Background: an optimization exercise with open tools, aiming at small area, a short achievable clock period and few clock cycles. Do not read the settings as production practice. Where RTL was checked, it was by simulation tests only, not by an equivalence proof against the original. Only the layout flow was run in runs 1 and 6; the RTL was not checked for function there. No activity file was given, so power comes from the tool's default toggle rates.

==> flow/design.v <==
package accum_pkg;
  localparam int unsigned NUM_ACC = 8;    
  localparam int unsigned ACC_W   = 32;
  localparam int unsigned OUT_W   = 64;   
  localparam int unsigned ADDR_W  = 3;
  localparam int unsigned LEN_W   = 16;   
  localparam logic [7:0] REG_CMD       = 8'h00;
  localparam logic [7:0] REG_ACCUM_LEN = 8'h04;
  localparam logic [7:0] REG_SCALE     = 8'h08;
  localparam logic [7:0] REG_SHIFT     = 8'h0C;
  localparam logic [7:0] REG_MODE      = 8'h10;
  localparam logic [7:0] REG_STATUS    = 8'h14;
  localparam logic [2:0] CMD_CLEAR     = 3'd1;
  localparam logic [2:0] CMD_ACCUM     = 3'd2;
  localparam logic [2:0] CMD_NORMQUANT = 3'd3;
  localparam logic [2:0] CMD_STREAMOUT = 3'd4;
  localparam logic MODE_8B  = 1'b0;
  localparam logic MODE_32B = 1'b1;
  typedef union packed {
    logic [OUT_W/8-1:0][7:0]           bytes;
    logic [OUT_W/ACC_W-1:0][ACC_W-1:0] words;
  } out_word_u;
endpackage
`timescale 1ns/1ps
module accum_top #(
  parameter int unsigned NumAcc = accum_pkg::NUM_ACC
) (
  input  logic                        clk_state,
  input  logic                        rst_ni,
  input  logic                        psel_i,
  input  logic                        penable_i,
  input  logic                        pwrite_i,
  input  logic [7:0]                  paddr_i,
  input  logic [31:0]                 pwdata_i,
  output logic [31:0]                 prdata_o,
  output logic                        pready_o,
  output logic                        pslverr_o,
  input  logic                        psum_valid_i,
  output logic                        psum_ready_o,
  input  logic [accum_pkg::ACC_W-1:0] psum_data_i,
  output logic                        out_valid_o,
  input  logic                        out_ready_i,
  output logic [accum_pkg::OUT_W-1:0] out_data_o,
  output logic                        done_o
);
  logic [15:0] len_q;
  logic [7:0]  scale_q;
  logic [7:0]  sm_q;          
  logic [7:0]  z_d;
  logic [4:0]  shift_q;
  logic        mode_q;
  logic [3:0]  mode_c;        
  logic [3:0]  wsel_q;        
  logic        s_wr;
  assign pready_o = 1'b1;
  assign s_wr     = psel_i & ~penable_i & pwrite_i;
  always_ff @(posedge clk_state or negedge rst_ni) begin
    if (!rst_ni) begin
      wsel_q  <= '0;
      len_q   <= '0;
      scale_q <= '0;
      sm_q    <= '0;
      shift_q <= '0;
      mode_q  <= 1'b0;
      mode_c  <= '0;
    end else begin
      wsel_q <= {s_wr & (paddr_i == accum_pkg::REG_MODE),
                 s_wr & (paddr_i == accum_pkg::REG_SHIFT),
                 s_wr & (paddr_i == accum_pkg::REG_SCALE),
                 s_wr & (paddr_i == accum_pkg::REG_ACCUM_LEN)};
      if (wsel_q[0]) len_q   <= pwdata_i[15:0];
      if (wsel_q[1]) scale_q <= pwdata_i[7:0];
      sm_q   <= (wsel_q[1] ? pwdata_i[7:0] : scale_q) & {8{~z_d[0]}};
      if (wsel_q[2]) shift_q <= pwdata_i[4:0];
      if (wsel_q[3]) mode_q  <= pwdata_i[0];
      mode_c <= wsel_q[3] ? {4{pwdata_i[0]}} : {mode_q, mode_c[3:1]};
    end
  end
  logic        acc_q;         
  logic        pend_q;        
  logic        busy_q;        
  logic        done_q;
  logic        err_q;
  logic [15:0] prd_q;
  logic [31:0] ring_q [8];
  logic [7:0]  z_q;
  logic        az_q;          
  logic [2:0]  hd_q;
  logic        acc_act_q;     
  logic [15:0] k_q;
  logic        rdy_q;
  logic        nq_act_q;      
  logic [3:0]  nq_cnt_q;
  logic        v2_q, v3_q;
  logic        es_q;          
  logic        nq_wait_q;     
  logic        so_act_q;      
  logic [1:0]  bc_q;
  logic        ov_q;
  logic [2:0] code;
  logic       is_clear, is_accum, is_nq, is_so, len0, imm;
  logic       clear_now, relabel;
  assign code      = pwdata_i[2:0];
  assign is_clear  = (code == accum_pkg::CMD_CLEAR);
  assign is_accum  = (code == accum_pkg::CMD_ACCUM);
  assign is_nq     = (code == accum_pkg::CMD_NORMQUANT);
  assign is_so     = (code == accum_pkg::CMD_STREAMOUT);
  assign len0      = (len_q == 16'd0);
  assign imm       = is_clear | (is_accum & len0);
  assign clear_now = acc_q & is_clear;
  assign relabel   = acc_q & is_accum & az_q;
  logic [31:0] head, nq_word;
  logic        hs, ohs;
  assign head = z_q[0] ? 32'h0 : ring_q[0];
  logic [15:0] k_inc;
  logic        acc_last, acc_fin;
  assign k_inc        = k_q + 16'd1;
  assign acc_last     = (k_inc == len_q);
  assign psum_ready_o = rdy_q;
  assign hs           = psum_valid_i & rdy_q;
  assign acc_fin      = hs & acc_last;
  logic [31:0] psum_q;
  logic [31:0] w6_d;
  logic        c32;
  assign {c32, w6_d} = {1'b0, ring_q[7]} + {1'b0, psum_q};
  logic        nq_issue, nq_fin;
  logic [39:0] sa_d, ca_d, p_q;
  logic [7:0]  sh_q, ch_q, ph_q;
  logic nq_start;
  logic nq_early;
  assign nq_early = s_setup & s_cmd & is_nq & ~busy_n & ~nq_act_q;
  assign nq_start = nq_early | (acc_q & is_nq & ~es_q & ~nq_act_q) | nq_wait_q;
  assign nq_issue = nq_start | (nq_act_q & ~nq_cnt_q[3]);
  assign nq_fin   = nq_act_q & (nq_cnt_q == 4'd6);
  always_comb begin
    logic [39:0] pp [9];
    logic [39:0] a0, b0, a1, b1, a2, b2, c0, d0, c1, d1, e0, f0;
    for (int j = 0; j < 8; j++) begin
      pp[j] = '0;
      for (int i = 0; i < 31; i++) pp[j][i+j] = sm_q[j] & ring_q[0][i];
      pp[j][31+j] = ~(sm_q[j] & ring_q[0][31]);
    end
    pp[7][39] = 1'b1;
    pp[0][31] = ~pp[0][31];
    pp[0][32] = ~pp[0][31];
    pp[8] = '0;
    a0 = pp[0] ^ pp[1] ^ pp[2];
    b0 = ((pp[0] & pp[1]) | (pp[0] & pp[2]) | (pp[1] & pp[2])) << 1;
    a1 = pp[3] ^ pp[4] ^ pp[5];
    b1 = ((pp[3] & pp[4]) | (pp[3] & pp[5]) | (pp[4] & pp[5])) << 1;
    a2 = pp[6] ^ pp[7] ^ pp[8];
    b2 = ((pp[6] & pp[7]) | (pp[6] & pp[8]) | (pp[7] & pp[8])) << 1;
    c0 = a0 ^ b0 ^ a1;
    d0 = ((a0 & b0) | (a0 & a1) | (b0 & a1)) << 1;
    c1 = b1 ^ a2 ^ b2;
    d1 = ((b1 & a2) | (b1 & b2) | (a2 & b2)) << 1;
    e0 = c0 ^ d0 ^ c1;
    f0 = ((c0 & d0) | (c0 & c1) | (d0 & c1)) << 1;
    sa_d = e0 ^ f0 ^ d1;
    ca_d = ((e0 & f0) | (e0 & d1) | (f0 & d1)) << 1;
  end
  logic [22:0] t1;
  logic [14:0] t2;
  logic [10:0] t3;
  logic [8:0]  t4;
  logic [7:0]  t5, clip;
  logic [31:0] thr, over;
  logic        ovf;
  assign p_q = {ph_q, ring_q[6]};
  assign t1 = shift_q[4] ? p_q[38:16] : p_q[22:0];
  assign t2 = shift_q[3] ? t1[22:8]   : t1[14:0];
  assign t3 = shift_q[2] ? t2[14:4]   : t2[10:0];
  assign t4 = shift_q[1] ? t3[10:2]   : t3[8:0];
  assign t5 = shift_q[0] ? t4[8:1]    : t4[7:0];
  always_comb begin
    for (int j = 0; j < 32; j++) begin
      thr[j]  = (j >= 32'(shift_q));
      over[j] = thr[j] & (p_q[j+7] ^ p_q[39]);
    end
  end
  assign ovf     = |over;
  assign clip    = ovf ? {p_q[39], {7{~p_q[39]}}} : t5;
  assign nq_word = {{24{clip[7]}}, clip};
  logic so_last;
  assign out_valid_o = ov_q;
  assign ohs         = ov_q & out_ready_i;
  assign so_last     = ~mode_q | (bc_q == 2'd3);
  always_comb begin
    for (int i = 0; i < 8; i++) begin
      out_data_o[8*i +: 8] = mode_c[i/2] ? ring_q[i/4][8*(i%4) +: 8] : ring_q[i][7:0];
    end
  end
  logic        run_done, busy_n, done_a, take_a;
  logic        s_setup, s_cmd, s_known, s_imm, s_acc, s_addr_ok;
  logic [4:0]  s_rsel;
  logic        acc_act_d, so_act_d;
  logic [2:0]  hd_d;
  logic [15:0] k_d;
  logic [1:0]  bc_d;
  assign run_done = (acc_act_q & acc_fin) | nq_fin | (so_act_q & ohs & so_last);
  assign busy_n  = busy_q & ~done_q;
  assign done_a  = run_done | pend_q;
  assign take_a  = ~busy_n | done_a;
  assign s_setup = psel_i & ~penable_i;
  assign s_cmd   = pwrite_i & (paddr_i == accum_pkg::REG_CMD);
  assign s_known = (code == accum_pkg::CMD_CLEAR) | (code == accum_pkg::CMD_ACCUM) |
                   (code == accum_pkg::CMD_NORMQUANT) | (code == accum_pkg::CMD_STREAMOUT);
  assign s_imm   = imm;
  assign s_acc   = s_setup & s_cmd & s_known & take_a;
  always_comb begin
    s_addr_ok = 1'b1;
    s_rsel    = '0;
    case (paddr_i)
      accum_pkg::REG_CMD:       ;
      accum_pkg::REG_ACCUM_LEN: s_rsel[0] = 1'b1;
      accum_pkg::REG_SCALE:     s_rsel[1] = 1'b1;
      accum_pkg::REG_SHIFT:     s_rsel[2] = 1'b1;
      accum_pkg::REG_MODE:      s_rsel[3] = 1'b1;
      accum_pkg::REG_STATUS:    s_rsel[4] = 1'b1;
      default:                  s_addr_ok = 1'b0;
    endcase
  end
  assign acc_act_d = (acc_q & is_accum & ~len0) | (acc_act_q & ~acc_fin);
  assign so_act_d  = (acc_q & is_so) | (so_act_q & ~(ohs & so_last));
  assign hd_d      = relabel ? 3'd0 : hd_q + 3'd1;
  assign k_d       = acc_q ? 16'd0 : (hs ? k_inc : k_q);
  assign bc_d      = acc_q ? 2'd0 : bc_q + {1'b0, ohs};
  assign z_d       = clear_now ? 8'hff : {1'b0, z_q[7], z_q[6] & ~v3_q, z_q[5:1]};
  always_ff @(posedge clk_state or negedge rst_ni) begin
    if (!rst_ni) begin
      acc_q     <= 1'b0;
      pend_q    <= 1'b0;
      busy_q    <= 1'b0;
      done_q    <= 1'b0;
      hd_q      <= '0;
      z_q       <= '1;
      az_q      <= 1'b1;
      acc_act_q <= 1'b0;
      rdy_q     <= 1'b0;
      nq_act_q  <= 1'b0;
      es_q      <= 1'b0;
      nq_wait_q <= 1'b0;
      v2_q      <= 1'b0;
      v3_q      <= 1'b0;
      so_act_q  <= 1'b0;
      ov_q      <= 1'b0;
    end else begin
      acc_q     <= s_acc;
      pend_q    <= s_acc & s_imm & busy_n;
      done_q    <= done_a | (s_acc & s_imm & ~busy_n);
      busy_q    <= busy_n | (acc_q & (~imm | pend_q));
      hd_q      <= hd_d;
      z_q       <= z_d;
      az_q      <= clear_now | (az_q & ~hs & ~v3_q);
      acc_act_q <= acc_act_d;
      rdy_q     <= acc_act_d & (hd_d == k_d[2:0]);
      nq_act_q  <= nq_start | (nq_act_q & ~(nq_cnt_q == 4'd7));
      es_q      <= nq_early;
      nq_wait_q <= acc_q & is_nq & ~es_q & nq_act_q;
      v2_q      <= nq_issue & ~clear_now;
      v3_q      <= v2_q & ~clear_now;
      so_act_q  <= so_act_d;
      ov_q      <= so_act_d & ~|z_d & ~v2_q & ~nq_issue &
                   (mode_q ? (hd_d == {bc_d, 1'b0}) : (hd_d == 3'd0));
    end
  end
  always_ff @(posedge clk_state) begin
    err_q    <= ~s_addr_ok | (s_cmd & (~s_known | ~take_a));
    prd_q    <= ({16{s_rsel[0]}} & len_q) |
                ({16{s_rsel[1]}} & {8'h0, scale_q}) |
                ({16{s_rsel[2]}} & {11'h0, shift_q}) |
                ({16{s_rsel[3]}} & {15'h0, mode_q}) |
                ({16{s_rsel[4]}} & {8'(NumAcc), 7'h0, busy_n & ~done_a});
  end
  assign pslverr_o = err_q;
  assign prdata_o  = {16'h0, prd_q};
  assign done_o    = done_q;
  always_ff @(posedge clk_state) begin
    for (int i = 0; i < 8; i++) begin
      if (i == 7)      ring_q[i] <= nq_issue ? sa_d[31:0] : head;
      else if (i == 6) ring_q[i] <= w6_d;
      else if (i == 5) ring_q[i] <= v3_q ? nq_word : ring_q[6];
      else             ring_q[i] <= ring_q[i+1];
    end
    k_q    <= k_d;
    bc_q   <= bc_d;
    if (nq_start)      nq_cnt_q <= 4'd1;
    else if (nq_issue) nq_cnt_q <= nq_cnt_q + 4'd1;
    psum_q <= nq_issue ? ca_d[31:0] : (hs ? psum_data_i : 32'h0);
    sh_q   <= sa_d[39:32];
    ch_q   <= ca_d[39:32];
    ph_q   <= c32 ? sh_q + ch_q + 8'd1 : sh_q + ch_q;
  end
endmodule
==> flow/flow/run.sh <==
#!/bin/bash
# The standard layout, with clock tree synthesis told not to add dummy loads.
set -euo pipefail
bash standard.sh "CTS_ARGS=-sink_clustering_enable -repair_clock_nets -dont_use_dummy_load -buf_list sky130_fd_sc_hd__clkbuf_8" finish > standard.log 2>&1
==> flow/standard.sh <==
#!/bin/bash
# synth_recipe.tcl (not shown) runs the flow's synth.tcl, then flattens the netlist and writes it again
# the make line also repeats each setting of config.mk as NAME=value (left out here)
make -C /OpenROAD-flow-scripts/flow DESIGN_CONFIG=/design/flow/config.mk WORK_HOME=/design/flow/orfs CLKGATE_MAP_FILE= SYNTH_SCRIPT=/design/flow/synth_recipe.tcl "${@:-finish}"
==> flow/config.mk <==
export PLATFORM = sky130hd
export DESIGN_NAME = accum_top
export DESIGN_NICKNAME = accum_top
export VERILOG_FILES = /design/flow/design.v
export SDC_FILE = /design/flow/constraint.sdc
export NUM_CORES = 4
export LEC_CHECK = 0
export CAP_MARGIN = 20
export CORE_MARGIN = 2
export CORE_UTILIZATION = 65
export CTS_BUF_LIST = sky130_fd_sc_hd__clkbuf_8
export SETUP_SLACK_MARGIN = 5
export SLEW_MARGIN = 20
==> flow/constraint.sdc <==
create_clock -name core_clock -period 8.5 [get_ports {clk_state}]
set_input_delay 1.7000 -clock core_clock [delete_from_list [all_inputs] [get_ports {clk_state}]]
set_output_delay 1.7000 -clock core_clock [all_outputs]
set_load 0.01 [all_outputs]
==> impl_metrics.ini, run 1 <==
[clocking]
clkTransAtPathRegs_ns = 0.07
hold_buffers = 0
clock_path_buffers = 3
clk_latency_ns = 0.62
htreeDepth = 3
cts_tree = built
clock_sinks = 422
cts_buffers = 69
cts_root_buf = clkbuf_8

[timing]
finalSetupViolations = 0
fmax_mhz = 283
setup_tns_ns = 0
slew_headroom_pct = 40.0
layout_setup_ws_ns = 4.96
final_hold_viol_count = 0
rsz0062_at_grt = yes
fin_crit_sh_pct = 41.6
period_minus_slack_ns = 3.54
worst_pin_slew_ns = 0.900
drv_slew = 0
skew_ns = 0.0688

[drt]
drtAntennaViolNets = 0
firstDrtPassIters = 6
wl_per_cell_um = 23.2
via_count = 17100
vias_per_cell = 5.97
drt_iter0_drc = 1367
drt_wl_total_um = 66600
drcViolationCount = 0

[yosys]
synth_area_leaders = dfxtp_1, fa_1, and2_1, dfrtp_1, ha_1
synth-edff-count = 0
syn_avg_cell_area_um2 = 10.2
ys_async_sr_fraction_pct = 16.8
netlist_instances = 2265
yosysTopAreaCell = dfxtp_1
synth_flop_cell = dfxtp_1
post-synth-top-count-cell = dfxtp_1
yosys.cell_types.count = 80
ys_ff_latch = 422
yosysSeqAreaShare_pct = 38.2
syn_area_mm2 = 0.0231
yosysWarnings = 3
synth_top_cell_area_share_pct = 30.5
ys_top_cells_by_count = dfxtp_1, and2_1, inv_1

[power]
p_leak_uw = 0.0119
vdd_drop_max_v = 0.000205
powerDensity_mw_per_mm2 = 139

[critical_path]
crit_path_max_fanout = 8
cp-end-kind = output pin
cp-start-kind = register
critPathKind = reg -> out
cp.required_ns = 6.80
arrival_ns = 1.84

[status]
status = complete, no violations

[cells_and_area]
fin_nets = 2771
diodes = 0
register_area_mm2 = 0.00889
areaGrowthSynthToFinish_pct = 13.0
drive_above_1_share_pct = 14.4
finish.instance_area_mm2 = 0.0261
instances_no_fill = 2869
multi_input_area_mm2 = 0.0129
fillerInstances = 2475

[global_route]
grt_pass1_vias = 17500
grt.overflow.total = 0
grtUsageTotal_pct = 35.7
grt_max_degree = 72
grt_pass1_wl_um = 98900
antenna_found_initial = 3

[placed_design]
dp_slack_ns = 3.33
post_dp_cell_area_mm2 = 0.0246
dp_hpwl_um = 44400
gp_congestion = 0.940
port_buffers = 146
dp.cells = 2758

[die]
chipWidth_um = 192
core_area_mm2 = 0.0347
die_h_um = 192
dieArea_mm2 = 0.0370
start_util_pct = 66.5
pin_count = 180
fp-row-count = 68

[run]
drv_cap = 0

[min_path]
min_path_type = reg -> reg
-- final timing paths --
path,startpoint,end,slack (ns),cells past startpoint
worst min-delay path,ring_q[4][27],ring_q[3][27],0.30,0
worst max register to register,sm_q[2],ring_q[7][10],5.07,10
min in group asynchronous,rst_ni,mode_c[2],1.18,1
max in group asynchronous,rst_ni,sm_q[3],6.58,1
worst min register to register,ring_q[4][27],ring_q[3][27],0.30,0
worst max-delay path,mode_c[2],out_data_o[40],4.96,4
-- report_power, final --
| part | switching [uW] | total [uW] | internal (uW) | leakage [uW] |
|---|---|---|---|---|
| clock | 720 | 1440 | 717 | 0.000496 |
| sequential | 16.7 | 2010 | 2000 | 0.00376 |
| combinational | 103 | 183 | 80.0 | 0.00769 |
-- critical path, cell delays in order (launching register included) --
cell	delay, ns
dfrtp_4	0.51
buf_12	0.15
buf_16	0.14
mux2_2	0.28
buf_6	0.13
-- kinds of logic after synthesis --
| kind of cell | Yosys count | synth area share, % |
|---|---|---|
| adders and majority gates | 276 | 21.0 |
| muxes | 121 | 6.50 |
| AOI/OAI and AO/OA | 322 | 8.68 |
| other | 2 | 0.0326 |
| and+or+nand+nor | 680 | 15.8 |
| DFF | 422 | 38.2 |
| buffers and inverters | 353 | 6.43 |
| xor gates and xnor gates | 89 | 3.38 |
-- cells in the final DEF, fill, tap and decap left out, types with 18 or more instances in the layout --
cell,instances
clkdlybuf4s50_1,84
xor2_1,31
and3_1,21
nor2b_1,22
nand2_1,184
nor3_1,18
a21oi_1,66
buf_2,31
clkbuf_8,69
inv_1,224
dfrtp_1,48
o21ai_0,102
xnor2_1,58
ha_1,92
nor2_1,58
o21ai_1,36
nand2b_1,45
nand3_1,21
mux2_2,90
dfxtp_2,27
fa_1,183
dfxtp_1,324
and2_1,249
-- through the flow --
step,utilization [%],hold slack [ns],total power (uW)
4_1_cts,74.2,0.301,3640
6_report,75.1,0.296,3630
2_1_floorplan,-,0.310,2160
3_3_place_gp,70.8,0.309,2220
3_5_place_dp,70.8,0.312,2220
5_1_grt,75.1,0.308,3740
-- cell type report --
type                    count  area share, %
flip-flops and latches    422           34.1
clock buffers              69           3.64
inverters                 225           3.24
repair buffers            191           7.47
multi-input cells        1507           49.4
well taps                 455           2.18
-- what timing repair did --
| item | 4_1_cts | 5_1_grt |
|---|---|---|
| pin swaps | 1 | 7 |
| gates cloned | 6 | 6 |
| setup buffers | 10 | 20 |
| setup endpoints to repair | 137 | 101 |
| endpoints found under the hold margin | 0 | 0 |
| gates resized for setup | 194 | 79 |
-- state kept, by name (all words and copies together), names as in the netlist, 16 cells and up --
| register | count |
|---|---|
| len_q | 16 |
| psum_q | 32 |
| k_q | 16 |
| ring_q | 256 |
| prd_q | 16 |
-- metal layers --
layer / routed length (um) / track usage (%) / up-vias / share of wire [%]
met2: 31100 / 57.6 / 783 / 47
met5: 0 / 0 / - / 0
li1: - / - / 7604 / -
met3: 5500 / 5.75 / 201 / 8.3
met4: 3440 / 17.1 / 0 / 5.2
met1: 26500 / 47.3 / 8543 / 40
==> run 2, diff against run 1 <==
--- a/flow/design.v
+++ b/flow/design.v
@@ -49,4 +49,5 @@
   logic [7:0]  z_d;
   logic [4:0]  shift_q;
+  logic [4:0]  shp1_q, shp2_q;  
   logic        mode_q;
   logic [3:0]  mode_c;        
@@ -130,7 +131,9 @@
   logic nq_early;
   assign nq_early = s_setup & s_cmd & is_nq & ~busy_n & ~nq_act_q;
-  assign nq_start = nq_early | (acc_q & is_nq & ~es_q & ~nq_act_q) | nq_wait_q;
+  assign nq_start = nq_early | ((acc_q & is_nq & ~es_q) | nq_wait_q) & ~nq_act_q;
   assign nq_issue = nq_start | (nq_act_q & ~nq_cnt_q[3]);
-  assign nq_fin   = nq_act_q & (nq_cnt_q == 4'd6);
+  logic nq_act_d;
+  assign nq_fin   = nq_act_q & (nq_cnt_q == 4'd4);
+  assign nq_act_d = (nq_start | (nq_act_q & ~(nq_cnt_q == 4'd7))) & ~clear_now;
   always_comb begin
     logic [39:0] pp [9];
@@ -168,12 +171,12 @@
   logic        ovf;
   assign p_q = {ph_q, ring_q[6]};
-  assign t1 = shift_q[4] ? p_q[38:16] : p_q[22:0];
-  assign t2 = shift_q[3] ? t1[22:8]   : t1[14:0];
-  assign t3 = shift_q[2] ? t2[14:4]   : t2[10:0];
-  assign t4 = shift_q[1] ? t3[10:2]   : t3[8:0];
-  assign t5 = shift_q[0] ? t4[8:1]    : t4[7:0];
+  assign t1 = shp2_q[4] ? p_q[38:16] : p_q[22:0];
+  assign t2 = shp2_q[3] ? t1[22:8]   : t1[14:0];
+  assign t3 = shp2_q[2] ? t2[14:4]   : t2[10:0];
+  assign t4 = shp2_q[1] ? t3[10:2]   : t3[8:0];
+  assign t5 = shp2_q[0] ? t4[8:1]    : t4[7:0];
   always_comb begin
     for (int j = 0; j < 32; j++) begin
-      thr[j]  = (j >= 32'(shift_q));
+      thr[j]  = (j >= 32'(shp2_q));
       over[j] = thr[j] & (p_q[j+7] ^ p_q[39]);
     end
@@ -254,12 +257,12 @@
       az_q      <= clear_now | (az_q & ~hs & ~v3_q);
       acc_act_q <= acc_act_d;
-      rdy_q     <= acc_act_d & (hd_d == k_d[2:0]);
-      nq_act_q  <= nq_start | (nq_act_q & ~(nq_cnt_q == 4'd7));
+      rdy_q     <= acc_act_d & ~nq_act_d & (hd_d == k_d[2:0]);
+      nq_act_q  <= nq_act_d;
       es_q      <= nq_early;
-      nq_wait_q <= acc_q & is_nq & ~es_q & nq_act_q;
+      nq_wait_q <= ((acc_q & is_nq & ~es_q) | nq_wait_q) & nq_act_q;
       v2_q      <= nq_issue & ~clear_now;
       v3_q      <= v2_q & ~clear_now;
       so_act_q  <= so_act_d;
-      ov_q      <= so_act_d & ~|z_d & ~v2_q & ~nq_issue &
+      ov_q      <= so_act_d & ~|z_d & ~v2_q & ~nq_issue & ~nq_act_d &
                    (mode_q ? (hd_d == {bc_d, 1'b0}) : (hd_d == 3'd0));
     end
@@ -284,4 +287,6 @@
     end
     k_q    <= k_d;
+    shp1_q <= shift_q;
+    shp2_q <= shp1_q;
     bc_q   <= bc_d;
     if (nq_start)      nq_cnt_q <= 4'd1;
--- a/flow/config.mk
+++ b/flow/config.mk
@@ -8,5 +8,5 @@
 export CAP_MARGIN = 20
 export CORE_MARGIN = 2
-export CORE_UTILIZATION = 65
+export CORE_UTILIZATION = 70
 export CTS_BUF_LIST = sky130_fd_sc_hd__clkbuf_8
 export SETUP_SLACK_MARGIN = 5
==> impl_metrics.ini, run 2 <==
[yosys]
yosysWarnings = 3
netlist_instances = 2286
yosys.cell_types.count = 80
post-synth-top-count-cell = dfxtp_1
ys_ff_latch = 432
syn_area_mm2 = 0.0233
yosysTopAreaCell = dfxtp_1
synth_area_leaders = dfxtp_1, fa_1, and2_1, dfrtp_1, ha_1
yosysSeqAreaShare_pct = 38.6
synth_top_cell_area_share_pct = 31.0
ys_async_sr_fraction_pct = 16.4
synth_flop_cell = dfxtp_1
synth-edff-count = 0
syn_avg_cell_area_um2 = 10.2
ys_top_cells_by_count = dfxtp_1, and2_1, inv_1

[cells_and_area]
top_register = ring_q
final_common_cell = dfxtp_1
largest_register_ff_count = 256
drive_above_1_share_pct = 14.6
areaGrowthSynthToFinish_pct = 12.6
utilization_pct = 80.3
final_cell_mix = dfxtp_1, and2_1, inv_1, nand2_1, fa_1
finish.instance_area_mm2 = 0.0263
fin_nets = 2787
reg.largest.list = ring_q x256, psum_q x32

[critical_path]
crit_path_top_delay_cell = dfrtp_4
critical_path.max_stage_delay_ns = 0.50
crit_family = flip-flops
path_cells = buf_12 -> mux2_2 -> dlygate4sd2_1
crit_path_max_fanout = 9
critPathKind = reg -> out
cp-start-kind = register
critPathBufInv = 2
arrival_ns = 1.88
cp.required_ns = 6.80
cp-end-kind = output pin

[placed_design]
post_dp_cell_area_mm2 = 0.0248
port_buffers = 146
gp_congestion = 0.935
dp_hpwl_um = 43400

[global_route]
use_met3_pct = 9.42
grt_max_degree = 72
grt_most_used_layer = met2
grtUsageTotal_pct = 37.5
met1_usage_pct = 48.4
grt_use_met2_pct = 59.2
antenna_found_initial = 2
grt.overflow.total = 0
grt_pass1_vias = 17900
grt_pass1_wl_um = 100000

[die]
die_h_um = 187
chipWidth_um = 187
fp-row-count = 66
dieArea_mm2 = 0.0348
start_util_pct = 71.3
pin_count = 180
core_area_mm2 = 0.0327

[clocking]
cts_root_buf = clkbuf_8
cts_tree = built
clk_latency_ns = 0.62
clkTransAtPathRegs_ns = 0.06
hold_buffers = 0
clock_path_buffers = 3
htreeDepth = 3
cts_buffers = 68
clock_sinks = 432

[timing]
period_minus_slack_ns = 3.58
slew_headroom_pct = 38.4
worst_pin_slew_ns = 0.924
fmax_mhz = 280
fin_crit_sh_pct = 42.1
setup_tns_ns = 0
drv_slew = 0
rsz0062_at_grt = yes
finalSetupViolations = 0
skew_ns = 0.0633
final_hold_viol_count = 0

[status]
status = complete, no violations

[drt]
vias_per_cell = 5.98
drt_wl_total_um = 64600
via_count = 17200
drcViolationCount = 0
wl_per_cell_um = 22.5
drt_iter0_drc = 1454
drtAntennaViolNets = 0
firstDrtPassIters = 5

[min_path]
min_path_type = reg -> reg

[power]
powerDensity_mw_per_mm2 = 135
vdd_drop_max_v = 0.000244
p_leak_uw = 0.0123

[run]
drv_cap = 0
-- run 2: changes by cell type in the layout (fill, tap and decap cells not counted), sizes merged, moves of 10 or more --
cell / change
o21ai: -60
nand3b: +31
nand3: +28
nor2: +11
clkbuf: -17
nand2b: -34
nand2: +27
buf: +14
dfxtp: +10
-- run 2: worst reg2reg max path, delay by kind of cell, from the launching register on --
family                     cells  cell delay [ns]
adders and majority gates      4             1.93
buffers and inverters          2             0.15
and+or+nand+nor                3             0.38
DFF                            1             0.81
-- run 2: power by group --
part / switching, uW / internal, uW
logic: 39.5 / 41.8
registers: 9.49 / 2040
clock network: 722 / 707
-- run 2: metrics by stage --
step	hold slack, ns	worst slack (ns)	total power (uW)	cells
after global placement	0.310	3.86	2160	2768
after global routing	0.321	4.87	3660	2872
after detailed placement	0.312	3.81	2160	2769
after floorplan	0.310	4.75	2110	2301
after CTS	0.315	4.85	3550	2855
final	0.314	4.92	3560	2874
-- run 2: path summary, 6_finish.rpt --
kind	start	endpoint	slack, ns	cells past startpoint
max reg2reg	sm_q[5]	ring_q[7][15]	5.11	9
min reg2reg	ring_q[2][12]	ring_q[1][12]	0.31	0
max in group asynchronous	rst_ni	sm_q[1]	6.59	1
min in group asynchronous	rst_ni	mode_c[2]	1.19	1
max	mode_c[2]	out_data_o[40]	4.92	3
min	ring_q[2][12]	ring_q[1][12]	0.31	0
-- run 2: metal layers --
layer / vias to the layer above / share of wire, %
met3: 198 / 9.9
met1: 8450 / 39
li1: 7609 / -
met4: 0 / 5.5
met5: - / 0
met2: 936 / 46
-- run 2: area by class of cell --
type / instances / area (um2)
antenna: 2 / 5.00
clock buffer: 68 / 936
fill: 2101 / 6430
inverter: 234 / 878
multi-input combinational: 1506 / 12900
sequential: 432 / 9090
tap: 442 / 553
timing repair buffer: 190 / 1900
-- run 2: repair_timing --
item,4_1_cts,5_1_grt
pin swaps,6,9
gates resized for setup,236,58
setup buffers,13,14
gates cloned,5,3
endpoints found under the setup margin,137,113
-- run 2: kinds of logic (layout without fill, tap and decap cells) --
kind of cell | Yosys count | count (layout) | synth area share (%)
and+or+nand+nor | 746 | 746 | 17.1
DFF | 432 | 432 | 38.6
muxes | 126 | 126 | 6.72
buffers and inverters | 363 | 492 | 6.52
AOI/OAI and AO/OA | 240 | 240 | 6.42
adders and majority gates | 277 | 277 | 20.8
xor gates and xnor gates | 100 | 100 | 3.75
other | 2 | 19 | 0.0322
Testbench counts of run 2, summed over its fixed seeds: cycles 7,496.
==> run 3, diff against run 2 <==
--- a/flow/config.mk
+++ b/flow/config.mk
@@ -8,5 +8,5 @@
 export CAP_MARGIN = 20
 export CORE_MARGIN = 2
-export CORE_UTILIZATION = 70
+export CORE_UTILIZATION = 60
 export CTS_BUF_LIST = sky130_fd_sc_hd__clkbuf_8
 export SETUP_SLACK_MARGIN = 5
==> impl_metrics.ini, run 3 <==
[status]
status = complete, no violations

[power]
p_leak_uw = 0.0125
vdd_drop_max_v = 0.000156
powerDensity_mw_per_mm2 = 132

[placed_design]
port_buffers = 146
dp_slack_ns = 3.77
dp_hpwl_um = 42600
post_dp_cell_area_mm2 = 0.0249
gp_congestion = 0.921

[timing]
period_minus_slack_ns = 3.67
fmax_mhz = 272
skew_ns = 0.0939
fin_crit_sh_pct = 43.2
worst_pin_slew_ns = 1.04
rsz0062_at_grt = yes
final_hold_viol_count = 0
setup_tns_ns = 0
layout_setup_ws_ns = 4.83
slew_headroom_pct = 30.6
finalSetupViolations = 0
drv_slew = 0

[min_path]
min_to = ring_q[2][12]
hold_depth = 0
min_path_type = reg -> reg
min_from = ring_q[3][12]

[clocking]
clock_sinks = 432
clkTransAtPathRegs_ns = 0.06
clk_latency_ns = 0.63
htreeDepth = 3
cts_tree = built
cts_root_buf = clkbuf_8
cts_buffers = 70
clock_path_buffers = 3

[yosys]
ys_async_sr_fraction_pct = 16.4
synth_area_leaders = dfxtp_1, fa_1, and2_1, dfrtp_1, ha_1
yosysWarnings = 3
synth_top_cell_area_share_pct = 31.0
yosysSeqAreaShare_pct = 38.6
yosysTopAreaCell = dfxtp_1
post-synth-top-count-cell = dfxtp_1
ys_top_cells_by_count = dfxtp_1, and2_1, inv_1
synth_flop_cell = dfxtp_1
synth-edff-count = 0
syn_avg_cell_area_um2 = 10.2
yosys.cell_types.count = 80
ys_ff_latch = 432
syn_area_mm2 = 0.0233
netlist_instances = 2286

[global_route]
grt_max_degree = 72
grt_pass1_wl_um = 99800
grt_pass1_vias = 17500
antenna_found_initial = 1
grtUsageTotal_pct = 32.2
grt.overflow.total = 0

[drt]
firstDrtPassIters = 6
drcViolationCount = 0
via_count = 16700
drt_iter0_drc = 972
drt_wl_total_um = 63600
wl_per_cell_um = 21.4
drtAntennaViolNets = 0
vias_per_cell = 5.64

[die]
die_h_um = 201
fp-row-count = 72
dieArea_mm2 = 0.0405
start_util_pct = 60.6
core_area_mm2 = 0.0385
chipWidth_um = 201
pin_count = 180

[cells_and_area]
drive_above_1_share_pct = 16.3
final_cell_mix = dfxtp_1, and2_1, inv_1, nand2_1, fa_1
multi_input_area_mm2 = 0.0131
fillerInstances = 2959
areaGrowthSynthToFinish_pct = 15.6
reg.largest.list = ring_q x256, psum_q x32
register_area_mm2 = 0.00907
finish.instance_area_mm2 = 0.0270
largest_register_ff_count = 256
diodes = 0
final_common_cell = dfxtp_1
top_register = ring_q
fin_nets = 2806

[critical_path]
cp.required_ns = 8.94
ff2ff_path_depth = 9
cp-start-kind = input port
r2r_slack_ns = 5.05
cp-end-kind = register
arrival_ns = 4.11
rr_endpoint = ring_q[7][19]
crit_path_max_fanout = 8
critPathKind = in -> reg
crit_start = paddr_i[6]
regToRegStartpoint = sm_q[7]

[run]
drv_cap = 0
==> run 3: cell type report <==
| type | instances | area share [%] |
|---|---|---|
| Clock buffer | 70 | 3.57 |
| Inverter | 234 | 3.26 |
| Multi-Input combinational cell | 1507 | 48.5 |
| Sequential cell | 432 | 33.7 |
| Tap cell | 518 | 2.40 |
| Timing Repair Buffer | 206 | 8.65 |
==> run 3: cell families after synthesis <==
family,synth area share [%]
AO/OA/AOI/OAI,6.42
XOR/XNOR,3.75
adder cells (fa/ha/maj),20.8
buffers and inverters,6.52
flip-flops,38.6
multiplexers,6.72
other,0.0322
AND/OR/NAND/NOR,17.1
==> run 3: per-layer routing <==
layer | GRT usage [%] | wire [um] | vias up | part of all wire [%]
met3 | 5.34 | 3670 | 151 | 5.8
met2 | 54.8 | 31000 | 519 | 49
met1 | 40.5 | 25800 | 8416 | 41
li1 | - | - | 7643 | -
met4 | 14.7 | 3080 | 0 | 4.8
met5 | 0 | 0 | - | 0
==> run 3: power by group <==
part | internal (uW) | switching, uW
logic | 40.4 | 40.5
registers | 2040 | 9.00
clock network | 725 | 712
==> run 3: worst max path at each step <==
stage / end / slack [ns] / depth (start not counted)
2_1_floorplan: psum_q[26] / 4.75 / 12
3_3_place_gp: ov_q / 3.80 / 9
4_1_cts: ring_q[7][22] / 4.80 / 15
5_1_grt: ring_q[7][22] / 4.77 / 15
6_report: ring_q[7][22] / 4.83 / 15
3_5_place_dp: ring_q[7][22] / 3.77 / 10
==> run 3: what timing repair did <==
item                                    in CTS  in global routing
buffers inserted                            35                  1
hold buffers                                 0                  0
cloned                                      16                  0
pin swaps                                   56                 30
endpoints found under the setup margin     138                118
gates resized for setup                    280                 65
==> run 3: metrics by stage <==
step | cells | total power, uW | hold slack, ns | util, %
after global placement | 2844 | 2160 | 0.310 | 64.8
after global routing | 2967 | 3680 | 0.308 | 70.1
after detailed placement | 2844 | 2160 | 0.312 | 64.8
final | 2967 | 3560 | 0.310 | 70.1
after floorplan | 2301 | 2110 | 0.310 | -
after CTS | 2965 | 3590 | 0.299 | 69.7
==> run 3: worst max-delay path, stage by stage <==
cell	delay, ns
buf_6	0.09
or3_4	0.37
or4_4	0.45
nor3b_4	0.25
nand3_2	0.14
a21oi_4	0.17
buf_6	0.12
buf_12	0.09
nor2_4	0.03
buf_12	0.17
buf_12	0.13
buf_8	0.12
buf_16	0.14
nand3b_1	0.07
nand2_1	0.06
==> run 4, diff against run 3 <==
--- a/flow/config.mk
+++ b/flow/config.mk
@@ -8,5 +8,5 @@
 export CAP_MARGIN = 20
 export CORE_MARGIN = 2
-export CORE_UTILIZATION = 60
+export CORE_UTILIZATION = 65
 export CTS_BUF_LIST = sky130_fd_sc_hd__clkbuf_8
 export SETUP_SLACK_MARGIN = 5
==> impl_metrics.ini, run 4 <==
[timing]
slew_headroom_pct = 17.9
whs_ns = 0.314
fin_crit_sh_pct = 41.8
fmax_mhz = 282
period_minus_slack_ns = 3.55
drv_slew = 0
skew_ns = 0.0904
layout_setup_ws_ns = 4.95
setup_tns_ns = 0
rsz0062_at_grt = yes
final_hold_viol_count = 0
worst_pin_slew_ns = 1.23
finalSetupViolations = 0

[global_route]
grt_max_degree = 72
grt.overflow.total = 0
grtUsageTotal_pct = 33.8
grt_pass1_wl_um = 97700
antenna_found_initial = 2
grt_pass1_vias = 17200

[cells_and_area]
final_cell_mix = dfxtp_1, and2_1, inv_1, nand2_1, fa_1
utilization_pct = 74.1
fin_nets = 2789
top_register = ring_q
largest_register_ff_count = 256
reg.largest.list = ring_q x256, psum_q x32
diodes = 0
areaGrowthSynthToFinish_pct = 12.8
drive_above_1_share_pct = 14.4
final_common_cell = dfxtp_1

[yosys]
ys_async_sr_fraction_pct = 16.4
yosysSeqAreaShare_pct = 38.6
synth-edff-count = 0
ys_top_cells_by_count = dfxtp_1, and2_1, inv_1
netlist_instances = 2286
synth_top_cell_area_share_pct = 31.0
post-synth-top-count-cell = dfxtp_1
synth_flop_cell = dfxtp_1
synth_area_leaders = dfxtp_1, fa_1, and2_1, dfrtp_1, ha_1
yosysWarnings = 3
yosysTopAreaCell = dfxtp_1
syn_avg_cell_area_um2 = 10.2
ys_ff_latch = 432
yosys.cell_types.count = 80
syn_area_mm2 = 0.0233

[clocking]
clk_latency_ns = 0.64
clock_path_buffers = 3
cts_root_buf = clkbuf_8
cts_buffers = 68
clock_sinks = 432
hold_buffers = 0
clkTransAtPathRegs_ns = 0.07
cts_tree = built
htreeDepth = 3

[critical_path]
arrival_ns = 1.85
cp.required_ns = 6.80
ff2ff_path_depth = 10
regToRegStartpoint = sm_q[3]
crit_path_top_delay_cell = dfrtp_4
critPathKind = reg -> out
critical_path.max_stage_delay_ns = 0.52
crit_start = mode_c[2]
crit_path_max_fanout = 6
r2r_slack_ns = 5.14
cp-start-kind = register
cp-end-kind = output pin
path_cells = buf_8 -> buf_12 -> mux2_2 -> buf_6
rr_endpoint = ring_q[7][22]

[die]
pin_count = 180
chipWidth_um = 193
fp-row-count = 69
dieArea_mm2 = 0.0374
start_util_pct = 65.7
die_h_um = 193
core_area_mm2 = 0.0355

[min_path]
min_to = ring_q[3][16]
hold_depth = 0
min_from = ring_q[4][16]
min_path_type = reg -> reg

[drt]
firstDrtPassIters = 5
via_count = 16700
drt_iter0_drc = 1161
drt_wl_total_um = 62300
wl_per_cell_um = 21.5
drtAntennaViolNets = 0
vias_per_cell = 5.77
drcViolationCount = 0

[placed_design]
dp_slack_ns = 3.87
dp_hpwl_um = 42500
gp_congestion = 0.920
port_buffers = 146

[run]
drv_cap = 0

[power]
vdd_drop_max_v = 0.000199
powerDensity_mw_per_mm2 = 135
p_total_uw = 3550
p_leak_uw = 0.0123

[status]
status = complete, no violations
## run 4: report_power, final
part           switching [uW]  internal, uW  total (uW)
registers                7.12          2040        2040
logic                    41.4          41.5        82.9
clock network             719           706        1430
## run 4: area by class of cell
| cell class | instances | area, um2 |
|---|---|---|
| well taps | 461 | 577 |
| fillers | 2544 | 9180 |
| clock buffers | 68 | 936 |
| flip-flops and latches | 432 | 9070 |
| multi-input cells | 1508 | 12900 |
| inverters | 234 | 878 |
| repair buffers | 190 | 1950 |
## run 4: stage by stage
stage | instance area, um2 | std cells
after CTS | 26100 | 2885
after global placement | 24900 | 2791
after detailed placement | 24900 | 2791
final | 26300 | 2893
after global routing | 26300 | 2893
after floorplan | 23400 | 2301
## run 4: cells by family (layout without fill, tap and decap cells)
| kind of cell | after synthesis | count (layout) | share of synthesized area, % |
|---|---|---|---|
| and+or+nand+nor | 746 | 748 | 17.1 |
| muxes | 126 | 126 | 6.72 |
| other | 2 | 17 | 0.0322 |
| adders and majority gates | 277 | 277 | 20.8 |
| DFF | 432 | 432 | 38.6 |
| xor gates and xnor gates | 100 | 100 | 3.75 |
| buffers and inverters | 363 | 492 | 6.52 |
| AOI/OAI and AO/OA | 240 | 240 | 6.42 |
## run 4: worst max-delay path, delay by kind of cell (launching register included)
kind	cells	cell delay, ns
buf+inv	3	0.41
flops	1	0.52
mux	1	0.27
## run 4: how the worst max path moves through the flow
stage,cells after the start,to
finish,4,out_data_o[33]
global route,4,out_data_o[40]
CTS,3,out_data_o[21]
detailed placement,8,ov_q
global placement,8,ov_q
floorplan,12,psum_q[26]
## run 4: metal layers
metal,vias up,share of wire (%),track usage [%]
li1,7611,-,-
met1,8339,41,44.5
met2,611,48,55.4
met3,138,6.1,5.58
met4,0,4.8,15.0
met5,-,0,0
## run 4: what timing repair did
| item | in CTS | in global routing |
|---|---|---|
| gates cloned | 8 | 5 |
| endpoints found under the setup margin | 130 | 97 |
| resized for setup | 264 | 39 |
| setup buffers | 18 | 3 |
| pin swaps | 6 | 9 |
==> run 5, diff against run 4 <==
==> flow/run.sh (new file) <==
#!/bin/bash
# synth_recipe.tcl (not shown) runs the flow's synth.tcl, then flattens the netlist and writes it again
# the make line also repeats each setting of config.mk as NAME=value (left out here)
make -C /OpenROAD-flow-scripts/flow DESIGN_CONFIG=/design/flow/config.mk WORK_HOME=/design/flow/orfs CLKGATE_MAP_FILE= SYNTH_SCRIPT=/design/flow/synth_recipe.tcl finish
removed: flow/flow/run.sh
removed: flow/standard.sh
==> impl_metrics.ini, run 5 <==
[cells_and_area]
fin_nets = 2798
drive_above_1_share_pct = 16.0
final_cell_mix = dfxtp_1, and2_1, inv_1, nand2_1, fa_1
reg.largest.list = ring_q x256, psum_q x32
top_register = ring_q
largest_register_ff_count = 256
instances_no_fill = 2956
diodes = 0
utilization_pct = 76.3
finish.instance_area_mm2 = 0.0271
final_common_cell = dfxtp_1
areaGrowthSynthToFinish_pct = 16.0
fillerInstances = 2431

[critical_path]
critical_path.max_stage_delay_ns = 0.56
crit_family = flip-flops
crit_start = mode_c[1]
r2r_slack_ns = 5.17
regToRegStartpoint = ring_q[7][0]
arrival_ns = 1.91
path_cells = buf_12 -> buf_16 -> mux2_2 -> buf_6
rr_endpoint = ph_q[4]
cp-end-kind = output pin
critPathBufInv = 3
cp.required_ns = 6.80
cp-start-kind = register
crit_path_max_fanout = 5
ff2ff_path_depth = 11
crit_path_top_delay_cell = dfrtp_4
critPathKind = reg -> out

[global_route]
grt_pass1_wl_um = 98800
grt.overflow.total = 0
grt_max_degree = 72
grt_pass1_vias = 17500
grtUsageTotal_pct = 34.2
antenna_found_initial = 1

[clocking]
cts_buffers = 68
clock_sinks = 432
clkTransAtPathRegs_ns = 0.08
cts_tree = built
cts_root_buf = clkbuf_8
htreeDepth = 3
clk_latency_ns = 0.65
clock_path_buffers = 3

[placed_design]
gp_congestion = 0.920
dp.cells = 2791
port_buffers = 146
dp_hpwl_um = 42500
post_dp_cell_area_mm2 = 0.0249

[timing]
final_hold_viol_count = 0
rsz0062_at_grt = yes
skew_ns = 0.0430
slew_headroom_pct = 39.7
finalSetupViolations = 0
fmax_mhz = 277
fin_crit_sh_pct = 42.4
whs_ns = 0.320
setup_tns_ns = 0
worst_pin_slew_ns = 0.905
drv_slew = 0
period_minus_slack_ns = 3.61

[yosys]
yosysSeqAreaShare_pct = 38.6
ys_top_cells_by_count = dfxtp_1, and2_1, inv_1
ys_ff_latch = 432
syn_area_mm2 = 0.0233
netlist_instances = 2286
post-synth-top-count-cell = dfxtp_1
yosys.cell_types.count = 80
yosysTopAreaCell = dfxtp_1
syn_avg_cell_area_um2 = 10.2
synth_top_cell_area_share_pct = 31.0
yosysWarnings = 3
ys_async_sr_fraction_pct = 16.4
synth-edff-count = 0
synth_area_leaders = dfxtp_1, fa_1, and2_1, dfrtp_1, ha_1
synth_flop_cell = dfxtp_1

[power]
clkPwrFrac_pct = 47.4
pwr-share-comb_pct = 2.1
powerDensity_mw_per_mm2 = 149
p_sw_share_pct = 22.5
p_leak_uw = 0.0127
net-switching-power_uw = 911
vdd_drop_max_v = 0.000206
p_seq_share_pct = 50.5
p_int_uw = 3130

[die]
start_util_pct = 65.7
chipWidth_um = 193
die_h_um = 193
fp-row-count = 69
core_area_mm2 = 0.0355
pin_count = 180
dieArea_mm2 = 0.0374

[drt]
vias_per_cell = 5.75
firstDrtPassIters = 5
wl_per_cell_um = 21.8
drt_wl_total_um = 64400
drcViolationCount = 0
via_count = 17000
drt_iter0_drc = 1149
drtAntennaViolNets = 0

[min_path]
hold_depth = 0
min_path_type = reg -> reg
min_to = ring_q[3][25]
min_from = ring_q[4][25]

[status]
status = complete, no violations

[run]
drv_cap = 0
## run 5: cell counts after synthesis
Identical to the previous run, type by type.
## run 5: stage by stage
stage          power, uW  setup WS, ns
3_3_place_gp        2160          3.54
4_1_cts             4050          4.87
6_report            4040          4.89
5_1_grt             4150          4.85
3_5_place_dp        2160          3.87
2_1_floorplan       2110          4.75
## run 5: kinds of logic after synthesis
family	share of synthesized area, %
buffers and inverters	6.52
AND/OR/NAND/NOR	17.1
adder cells (fa/ha/maj)	20.8
XOR/XNOR	3.75
flip-flops	38.6
multiplexers	6.72
AO/OA/AOI/OAI	6.42
other	0.0322
## run 5: worst reg2reg max path: stages, from the launching register on
cell and delay, ns:
dfxtp_1 0.46, ha_1 0.25, inv_1 0.07, fa_1 0.40, nor2b_1 0.17, o211ai_1 0.13
a31oi_1 0.42, a32oi_1 0.25, a31oi_1 0.37, a311oi_2 0.25, nor3_1 0.28, xor2_1 0.19
## run 5: power groups by stage
stage | registers, uW | clock network [uW] | logic (uW)
detailed placement | 2090 | 0 | 72.7
CTS | 2040 | 1930 | 81.2
finish | 2040 | 1920 | 83.3
global placement | 2090 | 0 | 72.8
floorplan | 2080 | 0 | 34.7
global route | 2040 | 2020 | 88.9
## run 5: worst max-delay path by stage
| stage | to | depth (start not counted) | slack, ns |
|---|---|---|---|
| after floorplan | psum_q[26] | 12 | 4.75 |
| final | out_data_o[30] | 4 | 4.89 |
| after detailed placement | ov_q | 8 | 3.87 |
| after global placement | ov_q | 8 | 3.54 |
| after global routing | out_data_o[16] | 4 | 4.85 |
| after CTS | out_data_o[16] | 4 | 4.87 |
## run 5: cell type report
type / instances / area (um2) / share of cell area (%)
Inverter: 234 / 878 / 3.25
Multi-Input combinational cell: 1511 / 13000 / 47.9
Clock buffer: 83 / 1140 / 4.22
Tap cell: 461 / 577 / 2.13
Sequential cell: 432 / 9070 / 33.5
Timing Repair Buffer: 196 / 2080 / 7.70
Clock inverter: 39 / 352 / 1.30
## run 5: repair_timing
action                     4_1_cts  5_1_grt
cloned                           8        8
gates resized for setup        267       58
setup endpoints to repair      129      105
pin swaps                        6        9
setup buffers                   21        6
hold buffers                     0        0
## run 5: metal layers
metal | GRT usage (%) | share of wire (%) | wire [um] | up-vias
li1 | - | - | - | 7675
met1 | 44.2 | 40 | 25900 | 8501
met2 | 57.1 | 49 | 31300 | 668
met3 | 5.88 | 6.9 | 4420 | 156
met4 | 14.4 | 4.4 | 2850 | 0
met5 | 0 | 0 | 0 | -
==> run 6, diff against run 5 <==
--- a/flow/design.v
+++ b/flow/design.v
@@ -83,5 +83,6 @@
   logic        done_q;
   logic        err_q;
-  logic [15:0] prd_q;
+  logic [4:0]  rsel_q;        
+  logic        stat_q;        
   logic [31:0] ring_q [8];
   logic [7:0]  z_q;
@@ -270,12 +271,14 @@
   always_ff @(posedge clk_state) begin
     err_q    <= ~s_addr_ok | (s_cmd & (~s_known | ~take_a));
-    prd_q    <= ({16{s_rsel[0]}} & len_q) |
-                ({16{s_rsel[1]}} & {8'h0, scale_q}) |
-                ({16{s_rsel[2]}} & {11'h0, shift_q}) |
-                ({16{s_rsel[3]}} & {15'h0, mode_q}) |
-                ({16{s_rsel[4]}} & {8'(NumAcc), 7'h0, busy_n & ~done_a});
+    rsel_q   <= s_rsel;
+    stat_q   <= busy_n & ~done_a;
   end
   assign pslverr_o = err_q;
-  assign prdata_o  = {16'h0, prd_q};
+  assign prdata_o  = {16'h0,
+                       ({16{rsel_q[0]}} & len_q) |
+                       ({16{rsel_q[1]}} & {8'h0, scale_q}) |
+                       ({16{rsel_q[2]}} & {11'h0, shift_q}) |
+                       ({16{rsel_q[3]}} & {15'h0, mode_q}) |
+                       ({16{rsel_q[4]}} & {8'(NumAcc), 7'h0, stat_q})};
   assign done_o    = done_q;
   always_ff @(posedge clk_state) begin
==> flow/flow/run.sh (new file) <==
#!/bin/bash
# The standard layout, with clock tree synthesis told not to add dummy loads.
set -euo pipefail
bash standard.sh "CTS_ARGS=-sink_clustering_enable -repair_clock_nets -dont_use_dummy_load -buf_list sky130_fd_sc_hd__clkbuf_8" finish > standard.log 2>&1
==> flow/standard.sh (new file) <==
#!/bin/bash
# synth_recipe.tcl (not shown) runs the flow's synth.tcl, then flattens the netlist and writes it again
# the make line also repeats each setting of config.mk as NAME=value (left out here)
make -C /OpenROAD-flow-scripts/flow DESIGN_CONFIG=/design/flow/config.mk WORK_HOME=/design/flow/orfs CLKGATE_MAP_FILE= SYNTH_SCRIPT=/design/flow/synth_recipe.tcl "${@:-finish}"
removed: flow/run.sh
==> impl_metrics.ini, run 6 <==
[yosys]
synth_top_cell_area_share_pct = 30.2
yosysSeqAreaShare_pct = 37.9
yosys.cell_types.count = 85
synth-edff-count = 0
yosysTopAreaCell = dfxtp_1
netlist_instances = 2288
yosysWarnings = 3
syn_avg_cell_area_um2 = 10.2
ys_async_sr_fraction_pct = 16.8
ys_ff_latch = 422
ys_top_cells_by_count = dfxtp_1, and2_1, inv_1
synth_area_leaders = dfxtp_1, fa_1, and2_1, dfrtp_1, ha_1
syn_area_mm2 = 0.0233
synth_flop_cell = dfxtp_1
post-synth-top-count-cell = dfxtp_1

[timing]
skew_ns = 0.0799
fmax_mhz = 281
slew_headroom_pct = 32.2
fin_crit_sh_pct = 41.8
rsz0062_at_grt = yes
period_minus_slack_ns = 3.56
layout_setup_ws_ns = 4.94
final_hold_viol_count = 0
worst_pin_slew_ns = 1.02
setup_tns_ns = 0
finalSetupViolations = 0
drv_slew = 0

[cells_and_area]
top_register = ring_q
final_common_cell = dfxtp_1
largest_register_ff_count = 256
reg.largest.list = ring_q x256, psum_q x32
final_cell_mix = dfxtp_1, and2_1, inv_1, nand2_1, fa_1
fin_nets = 2798
drive_above_1_share_pct = 14.9
diodes = 0
areaGrowthSynthToFinish_pct = 13.5

[global_route]
grtUsageTotal_pct = 34.3
grt_pass1_vias = 17700
grt.overflow.total = 0
antenna_found_initial = 1
grt_pass1_wl_um = 99300
grt_max_degree = 72

[critical_path]
cp-start-kind = register
cp-end-kind = output pin
regToRegStartpoint = sm_q[2]
crit_family = buffers and inverters
path_cells = buf_4 -> buf_8 -> mux2_2 -> clkdlybuf4s15_1
critPathKind = reg -> out
arrival_ns = 1.86
crit_path_max_fanout = 9
crit_path_top_delay_cell = dfrtp_4
critical_path.max_stage_delay_ns = 0.48
cp.required_ns = 6.80
crit_start = mode_c[3]
critPathBufInv = 3

[power]
powerDensity_mw_per_mm2 = 131
p_total_uw = 3460
p_leak_uw = 0.0123
vdd_drop_max_v = 0.000266

[clocking]
cts_root_buf = clkbuf_8
cts_buffers = 66
cts_tree = built
htreeDepth = 3
clock_path_buffers = 3
clock_sinks = 422
hold_buffers = 0
clkTransAtPathRegs_ns = 0.07
clk_latency_ns = 0.62

[placed_design]
dp_hpwl_um = 43200
dp_slack_ns = 3.79
port_buffers = 146
gp_congestion = 0.940

[die]
fp-row-count = 69
core_area_mm2 = 0.0354
start_util_pct = 65.8
pin_count = 180
chipWidth_um = 193
dieArea_mm2 = 0.0373
die_h_um = 193

[drt]
drt_iter0_drc = 1426
vias_per_cell = 5.87
drtAntennaViolNets = 0
drcViolationCount = 0
wl_per_cell_um = 22.0
via_count = 17000
firstDrtPassIters = 7
drt_wl_total_um = 63900

[min_path]
min_path_type = reg -> reg
min_from = ring_q[5][20]

[status]
status = complete, no violations

[run]
drv_cap = 0
-- run 6: changes by cell type in the layout (fill, tap and decap cells not counted), moves of 7 or more --
cell / before / now
inv_1: 251 / 235
dlygate4sd2_1: 0 / 12
clkbuf_2: 5 / 26
buf_6: 29 / 21
clkbuf_8: 83 / 66
mux2_2: 91 / 98
xnor2_1: 61 / 54
xor2_1: 39 / 29
dfxtp_1: 330 / 319
a21oi_1: 64 / 51
nand2_1: 211 / 196
clkinv_2: 10 / 0
buf_2: 28 / 2
buf_4: 15 / 26
-- run 6: kinds of logic after synthesis --
kind of cell,Yosys count,share of synthesized area [%]
xor+xnor,83,3.12
other cells,2,0.0323
fa+ha+maj,277,20.8
mux,131,6.88
compound gates,254,7.17
simple gates,755,17.6
flops,422,37.9
buf+inv,364,6.54
-- run 6: metal layers --
layer  up-vias  global-route usage (%)  wire length (um)  share of wire, %
li1       7709                       -                 -                 -
met1      8496                    45.8             26200                41
met2       668                    56.2             30300                47
met3       161                    5.00              4480               7.0
met4         0                    15.0              2950               4.6
met5         -                       0                 0                 0
-- run 6: layout make-up --
cell class | instances | area, um2
repair buffers | 199 | 2090
multi-input cells | 1519 | 13100
inverters | 235 | 882
fillers | 2563 | 8980
well taps | 461 | 577
clock buffers | 66 | 908
flip-flops and latches | 422 | 8890
-- run 6: metrics by stage --
stage,cell area [um2],hold WS (ns),std cells,utilization (%)
floorplan,23400,0.310,2303,-
global placement,24800,0.310,2790,70.1
detailed placement,24800,0.312,2790,70.1
CTS,26200,0.288,2879,73.9
global route,26400,0.293,2902,74.6
finish,26400,0.300,2902,74.6
-- run 6: final timing paths --
| check | endpoint | slack (ns) | cells after the start |
|---|---|---|---|
| setup / recovery | out_data_o[56] | 4.94 | 4 |
| hold / removal | ring_q[4][20] | 0.30 | 0 |
| setup reg to reg | ring_q[7][11] | 5.09 | 9 |
| hold reg to reg | ring_q[4][20] | 0.30 | 0 |
| max in group asynchronous | sm_q[1] | 6.57 | 1 |
| min in group asynchronous | mode_c[1] | 1.20 | 1 |
-- run 6: timing repair --
action	4_1_cts	5_1_grt
setup endpoints to repair	152	136
resized for setup	186	92
buffers inserted	14	18
gates cloned	9	5
hold endpoints to repair	0	0
pin swaps	9	8
-- run 6: power breakdown --
group | leakage, uW | switching [uW] | internal [uW]
combinational | 0.00800 | 43.5 | 44.7
clock | 0.000475 | 686 | 686
sequential | 0.00379 | 9.03 | 1990

## static timing again, ports no longer ideal
How much do the figures lean on ideal ports? The routed layouts below were timed once more, with nothing changed but the port constraints. Step 1 sets driving cells, clkbuf_16 on the clock port and buf_2 on the other inputs (assumed; they add their load-dependent delay and slew). Step 2 moves the port delays by t, midway between the first and last clock arrival at a register: inputs arrive t later, outputs are due t later. That takes back most of the time a late clock gives input paths. Slacks: ideal / step 1 / step 2; pairs: ideal / step 1.
run | t (ns) | setup WS [ns] | slew at the worst register clock pin (ns) | worst slew at a driven data input, ns | cell pins on the clock port's net
run 1 | 0.634 | 4.962 / 4.912 / 4.417 | 0.07 / 0.07 | 0.06 | 1
run 2 | 0.640 | 4.924 / 4.874 / 4.371 | 0.07 / 0.07 | 0.06 | 1
run 3 | 0.639 | 4.827 / 4.848 / 4.209 | 0.07 / 0.07 | 0.05 | 1
run 4 | 0.648 | 4.950 / 4.900 / 4.451 | 0.07 / 0.07 | 0.05 | 1
run 5 | 0.679 | 4.892 / 4.843 / 4.429 | 0.08 / 0.08 | 0.05 | 1
run 6 | 0.633 | 4.945 / 4.893 / 4.417 | 0.07 / 0.07 | 0.05 | 1
After both steps every run listed still meets setup and hold. The setup slack of run 3, which loses most, moves by +0.021 ns with the drivers and by -0.618 ns with both steps.
